What follows belongs to an exercise in optimizing a design on an open flow for small area, a short achievable clock period and few clock cycles; a production flow would make more cautious choices. Power and IR drop assume default switching activity.

==> flow/design.v <==
package accum_pkg;
    localparam int LO_W = 17;    
endpackage
module accum_lane
#(
    parameter int IN_W  = 17,
    parameter int ACC_W = 24,
    parameter int L0_W  = 9
) (
    input  logic             clk,
    input  logic             clr_i,    
    input  logic             en_i,     
    input  logic             set_i,    
    input  logic [IN_W-1:0]  in_i,
    output logic [ACC_W-1:0] acc_o,
    output logic             ovf_o
);
    localparam int L1_W = IN_W - L0_W;
    localparam int HI_W = ACC_W - IN_W;
    logic [L0_W-1:0] lo0_q, lo0_s, lo0_n;
    logic [L1_W-1:0] lo1_q, lo1_s, lo1_i, lo1_n;
    logic [HI_W-1:0] hi_q, hi_s;
    logic            c0_q, c0_s, c0_t, c1_q, c1_s, c1_i, hc, ovf_q, sat;
    assign {c0_s, lo0_s} = {1'b0, lo0_q} + {1'b0, in_i[L0_W-1:0]};
    assign {c1_s, lo1_s} = {1'b0, lo1_q} + {1'b0, in_i[IN_W-1:L0_W]} + {{L1_W{1'b0}}, c0_q};
    assign c0_t          = c0_q & set_i;
    assign {c1_i, lo1_i} = {1'b0, lo1_q} + {{L1_W{1'b0}}, c0_t};
    assign {hc, hi_s}    = {1'b0, hi_q} + {{(HI_W-1){1'b0}}, c1_q & c1_i, c1_q ^ c1_i};
    assign sat           = ovf_q | hc;
    assign lo0_n = en_i ? lo0_s : lo0_q;
    assign lo1_n = en_i ? lo1_s : lo1_i;
    always_ff @(posedge clk) begin
        lo0_q <= (lo0_n | {L0_W{sat}}) & {L0_W{~clr_i}};
        lo1_q <= (lo1_n | {L1_W{sat}}) & {L1_W{~clr_i}};
        hi_q  <= (hi_s | {HI_W{sat}}) & {HI_W{~clr_i}};
        c0_q  <= (en_i ? c0_s : c0_q & ~set_i) & ~clr_i;
        c1_q  <= en_i & c1_s & ~clr_i;
        ovf_q <= sat & ~clr_i;
    end
    assign acc_o = {hi_q, lo1_q, lo0_q};
    assign ovf_o = ovf_q;
endmodule
module accum_bank_ctl
#(
    parameter int NUM_CH   = 32,
    parameter int IN_W     = 17,
    parameter int ACC_W    = 24,
    parameter int CNT_W    = 8
) (
    input  logic                    clk,
    input  logic                    reset_n,
    input  logic                    start,
    input  logic [CNT_W-1:0]        len,
    input  logic                    in_valid,
    output logic                    in_ready,
    input  logic [NUM_CH*IN_W-1:0]  accum_i,
    output logic                    out_valid,
    input  logic                    out_ready,
    output logic [NUM_CH*ACC_W-1:0] result,
    output logic [NUM_CH-1:0]       ovf,
    output logic                    busy
);
    logic             busy_q, rdy_q, vld_q, settle_q;
    logic [CNT_W-1:0] cnt_q;
    logic             go, beat, last;
    assign go   = start & (~busy_q | (vld_q & out_ready));
    assign beat = in_valid & rdy_q;
    assign last = beat & (cnt_q == CNT_W'(1));
    always_ff @(posedge clk or negedge reset_n) begin
        if (!reset_n) begin
            busy_q   <= 1'b0;
            rdy_q    <= 1'b0;
            vld_q    <= 1'b0;
            settle_q <= 1'b0;
            cnt_q    <= '0;
        end else begin
            settle_q <= ~go & last;
            if (go) begin
                busy_q <= 1'b1;
                rdy_q  <= |len;
                vld_q  <= ~|len;
                cnt_q  <= len;
            end else begin
                if (beat) cnt_q <= cnt_q - CNT_W'(1);
                if (last) rdy_q <= 1'b0;
                if (settle_q) vld_q <= 1'b1;
                if (vld_q & out_ready) begin
                    vld_q  <= 1'b0;
                    busy_q <= 1'b0;
                end
            end
        end
    end
    for (genvar i = 0; i < NUM_CH; i++) begin : g_lane
        accum_lane #(.IN_W(IN_W), .ACC_W(ACC_W)) u_lane (
            .clk    (clk),
            .clr_i  (go),
            .en_i   (beat),
            .set_i  (settle_q),
            .in_i   (accum_i[i*IN_W +: IN_W]),
            .acc_o  (result[i*ACC_W +: ACC_W]),
            .ovf_o  (ovf[i])
        );
    end
    assign in_ready  = rdy_q;
    assign out_valid = vld_q;
    assign busy      = busy_q;
endmodule
==> flow/config.mk <==
export PLATFORM = sky130hd
export DESIGN_NAME = accum_bank_ctl
export DESIGN_NICKNAME = accum_bank_ctl
export VERILOG_FILES = /design/flow/design.v
export SDC_FILE = /design/flow/constraint.sdc
export NUM_CORES = 4
export LEC_CHECK = 0
export CAP_MARGIN = 20
export CORE_MARGIN = 2
export CORE_UTILIZATION = 50
export SETUP_SLACK_MARGIN = 2.4
export SLEW_MARGIN = 20
==> flow/constraint.sdc <==
create_clock -name core_clock -period 4.8 [get_ports {clk}]
set_input_delay 0.9600 -clock core_clock [delete_from_list [all_inputs] [get_ports {clk}]]
set_output_delay 0.9600 -clock core_clock [all_outputs]
set_load 0.01 [all_outputs]
standard.sh (not shown) runs the stock make flow with config.mk's settings and CLKGATE_MAP_FILE= SYNTH_SCRIPT=/design/flow/synth_recipe.tcl, a recipe that flattens the netlist after the stock synthesis.
==> flow/flow/run.sh <==
#!/bin/bash
# Layout flow: the standard layout (standard.sh, ORFS with the standard synthesis), with two
# changes: the port buffers are buf_1 cells instead of the resizer's default pick, and the pins
# may sit on adjacent routing tracks, so the die need not grow to fit 1360 pins.
# Each tool's full output is kept in a log file of its own in this folder.
set -euo pipefail
export BUFFER_PORTS_ARGS="-buffer_cell sky130_fd_sc_hd__buf_1"
export PLACE_PINS_ARGS="-min_distance 1 -min_distance_in_tracks"
bash standard.sh synth > synth.log 2>&1
bash standard.sh > layout.log 2>&1
Edit:
--- a/flow/design.v
+++ b/flow/design.v
@@ -11,5 +11,4 @@
     input  logic             clr_i,    
     input  logic             en_i,     
-    input  logic             set_i,    
     input  logic [IN_W-1:0]  in_i,
     output logic [ACC_W-1:0] acc_o,
@@ -21,18 +20,18 @@
     logic [L1_W-1:0] lo1_q, lo1_s, lo1_i, lo1_n;
     logic [HI_W-1:0] hi_q, hi_s;
-    logic            c0_q, c0_s, c0_t, c1_q, c1_s, c1_i, hc, ovf_q, sat;
+    logic            c0_q, c0_s, c1_q, c1_s, c1_i, c1_n, hc, ovf_q, sat;
     assign {c0_s, lo0_s} = {1'b0, lo0_q} + {1'b0, in_i[L0_W-1:0]};
     assign {c1_s, lo1_s} = {1'b0, lo1_q} + {1'b0, in_i[IN_W-1:L0_W]} + {{L1_W{1'b0}}, c0_q};
-    assign c0_t          = c0_q & set_i;
-    assign {c1_i, lo1_i} = {1'b0, lo1_q} + {{L1_W{1'b0}}, c0_t};
-    assign {hc, hi_s}    = {1'b0, hi_q} + {{(HI_W-1){1'b0}}, c1_q & c1_i, c1_q ^ c1_i};
+    assign {c1_i, lo1_i} = {1'b0, lo1_q} + {{L1_W{1'b0}}, c0_q};
+    assign {hc, hi_s}    = {1'b0, hi_q} + {{(HI_W-1){1'b0}}, c1_q & c1_n, c1_q ^ c1_n};
     assign sat           = ovf_q | hc;
     assign lo0_n = en_i ? lo0_s : lo0_q;
     assign lo1_n = en_i ? lo1_s : lo1_i;
+    assign c1_n  = ~en_i & c1_i;          
     always_ff @(posedge clk) begin
         lo0_q <= (lo0_n | {L0_W{sat}}) & {L0_W{~clr_i}};
         lo1_q <= (lo1_n | {L1_W{sat}}) & {L1_W{~clr_i}};
         hi_q  <= (hi_s | {HI_W{sat}}) & {HI_W{~clr_i}};
-        c0_q  <= (en_i ? c0_s : c0_q & ~set_i) & ~clr_i;
+        c0_q  <= en_i & c0_s & ~clr_i;
         c1_q  <= en_i & c1_s & ~clr_i;
         ovf_q <= sat & ~clr_i;
@@ -97,5 +96,4 @@
             .clr_i  (go),
             .en_i   (beat),
-            .set_i  (settle_q),
             .in_i   (accum_i[i*IN_W +: IN_W]),
             .acc_o  (result[i*ACC_W +: ACC_W]),
What happened:
- register-to-register slack improved by 0.35 ns
- combinational power drops by about a fifth
- core utilization drops by 2.9 points
- sequential cell count stays the same
- cell area drops by a few percent
- worst setup slack improved by 0.35 ns
- final cell count drops slightly
- wire length drops by a few percent
- clock-buffer cell count climbs by 7
- total power drops by roughly a tenth
- sequential share of layout area climbs by 1.2 points
- non-clock buffer count drops by 126
No run of this note included a check of the RTL's function; only the layout flow was run.

==> port drivers added, routing unchanged <==
No port has a modelled driver above. Below, the same layouts with a new extraction and two added sets of constraints.
Step 1: set_driving_cell puts a clkbuf_16 on clk and a buf_2 on each other input, an assumption about the parent block.
Step 2 also shifts input and output timing later by t, the mid clock arrival at the registers, as if the neighbouring blocks saw the same clock.
a / b / c = ideal ports / drivers / drivers and shift; a / b = the first two.
run	shift t [ns]	setup slack, ns	worst hold slack (ns)
the first run	0.810	1.427 / 1.427 / 1.427	0.286 / 0.256 / 0.464
the second run	0.786	1.776 / 1.776 / 1.095	0.265 / 0.327 / 0.462
After both steps setup and hold are still met in every run listed. For the second run, which loses most, drivers alone change the setup slack by 0.000 ns; drivers and shift together by -0.681 ns.
